Source: an optimization exercise on an open RTL-to-GDS flow (aim: small area). Production flows keep margins and buffers that such runs may drop. In this exercise RTL edits were held to simulation tests only and were not proved equivalent to the original. Power is estimated from default activity; no workload was simulated.

==> module ram_dp_or3, before the edit <==
module ram_dp_or3 (input logic a, b, c, output logic y);
  assign y = a | b | c;
endmodule
==> module ram_dp_mux256, before the edit <==
module ram_dp_mux256 (
  input  logic [255:0] d,
  input  logic [255:0] s,
  input  logic         hq,
  input  logic         hs,
  output logic         y
);
  logic [85:0] l1;   
  logic [21:0] l2;   
  logic [10:0] l3;   
  logic [2:0]  l4;   
  for (genvar g = 0; g < 85; g++) begin : g_l1
    ram_dp_aoi222 u (.a1(d[3*g]), .a2(s[3*g]), .b1(d[3*g+1]), .b2(s[3*g+1]),
                     .c1(d[3*g+2]), .c2(s[3*g+2]), .y(l1[g]));
  end
  ram_dp_aoi22 u_l1_last (.a1(d[255]), .a2(s[255]), .b1(hq), .b2(hs), .y(l1[85]));
  for (genvar g = 0; g < 21; g++) begin : g_l2
    ram_dp_nand4 u (.a(l1[4*g]), .b(l1[4*g+1]), .c(l1[4*g+2]), .d(l1[4*g+3]), .y(l2[g]));
  end
  ram_dp_nand2 u_l2_last (.a(l1[84]), .b(l1[85]), .y(l2[21]));
  for (genvar g = 0; g < 11; g++) begin : g_l3
    ram_dp_nor2 u (.a(l2[2*g]), .b(l2[2*g+1]), .y(l3[g]));
  end
  ram_dp_nand4 u_l4_0 (.a(l3[0]), .b(l3[1]), .c(l3[2]),  .d(l3[3]), .y(l4[0]));
  ram_dp_nand4 u_l4_1 (.a(l3[4]), .b(l3[5]), .c(l3[6]),  .d(l3[7]), .y(l4[1]));
  ram_dp_nand3 u_l4_2 (.a(l3[8]), .b(l3[9]), .c(l3[10]), .y(l4[2]));
  ram_dp_or3   u_l5   (.a(l4[0]), .b(l4[1]), .c(l4[2]), .y(y));
endmodule
clock: 5.0 ns
lec_check: 0
cap_margin: 20
cell_pad_in_sites_detail_placement: 1
cell_pad_in_sites_global_placement: 1
core_margin: 2
core_utilization: 30
cts_buf_list: sky130_fd_sc_hd__clkbuf_8 sky130_fd_sc_hd__clkbuf_16
cts_cluster_diameter: 90
cts_cluster_size: 20
gpl_timing_driven: 0
place_density: 0.44
setup_slack_margin: 0.5
slew_margin: 20
synth_hierarchical: 1
synth_minimum_keep_size: 0
run.sh (not shown) runs the stock make flow with config.mk's settings and CLKGATE_MAP_FILE= SYNTH_SCRIPT=/design/flow/synth_recipe.tcl, a recipe that flattens the netlist after the stock synthesis.
Then changed:
--- a/flow/design.v
+++ b/flow/design.v
@@ -22,8 +22,8 @@
 module ram_dp_nand3 (input logic a, b, c, output logic y);
   assign y = ~(a & b & c);
 endmodule
-module ram_dp_or3 (input logic a, b, c, output logic y);
-  assign y = a | b | c;
+module ram_dp_inv (input logic a, output logic y);
+  assign y = ~a;
 endmodule
 module ram_dp_mux256 (
   input  logic [255:0] d,
@@ -36,6 +36,7 @@
   logic [21:0] l2;   
   logic [10:0] l3;   
   logic [2:0]  l4;   
+  logic [2:0]  l5;   
   for (genvar g = 0; g < 85; g++) begin : g_l1
     ram_dp_aoi222 u (.a1(d[3*g]), .a2(s[3*g]), .b1(d[3*g+1]), .b2(s[3*g+1]),
                      .c1(d[3*g+2]), .c2(s[3*g+2]), .y(l1[g]));
@@ -51,7 +52,10 @@
   ram_dp_nand4 u_l4_0 (.a(l3[0]), .b(l3[1]), .c(l3[2]),  .d(l3[3]), .y(l4[0]));
   ram_dp_nand4 u_l4_1 (.a(l3[4]), .b(l3[5]), .c(l3[6]),  .d(l3[7]), .y(l4[1]));
   ram_dp_nand3 u_l4_2 (.a(l3[8]), .b(l3[9]), .c(l3[10]), .y(l4[2]));
-  ram_dp_or3   u_l5   (.a(l4[0]), .b(l4[1]), .c(l4[2]), .y(y));
+  for (genvar g = 0; g < 3; g++) begin : g_l5
+    ram_dp_inv u (.a(l4[g]), .y(l5[g]));
+  end
+  ram_dp_nand3 u_l6 (.a(l5[0]), .b(l5[1]), .c(l5[2]), .y(y));
 endmodule
 module ram_dp_dec4n (
   input  logic [3:0]  a,
Outcome: Routed wire length decreases by 0.53%; final area decreases by 0.33%; first-iteration DRC count hardly moves; combinational power grows by about 0.8%; die area hardly moves; final cell count barely changes; global-route usage hardly moves; critical path depth rose by 1; via count shrinks by 0.39%; non-clock buffer count fell by 94; sequential power is about the same; utilization drops by 0.27 points; count of clock-buffer cells in the layout decreases by 5; clock skew is about the same.

## what the ideal ports hide
In the flow no input, the clock included, has a driving cell. The finished layouts below were timed again as built, in two steps. Step 1 (the two cells are an assumption about what drives the block):
set clk [get_ports {clk}]
set_driving_cell -lib_cell sky130_fd_sc_hd__clkbuf_16 $clk
set_driving_cell -lib_cell sky130_fd_sc_hd__buf_2 [delete_from_list [all_inputs] $clk]
Step 2 adds t to the input delays and takes it off the output delays; t is the mean of the earliest and latest rising clock arrival at the registers after step 1. Input paths then give back, and output paths get back, about the clock's delay inside the block. Three values: ideal ports, drivers, drivers and shift; two values: the first two.
run	shift t [ns]	setup WS [ns]	worst setup path after step 2	slew at the worst register clock pin (ns)
the first run	1.131	0.108 / 0.108 / -0.972	input to register	0.10 / 0.10
the second run	1.131	0.338 / 0.197 / -0.934	input to register	0.10 / 0.10
With both steps, setup timing fails in the first run and the second run, where it was met with ideal ports. For the second run, which loses most, drivers alone change the setup slack by -0.141 ns; drivers and shift together by -1.272 ns.
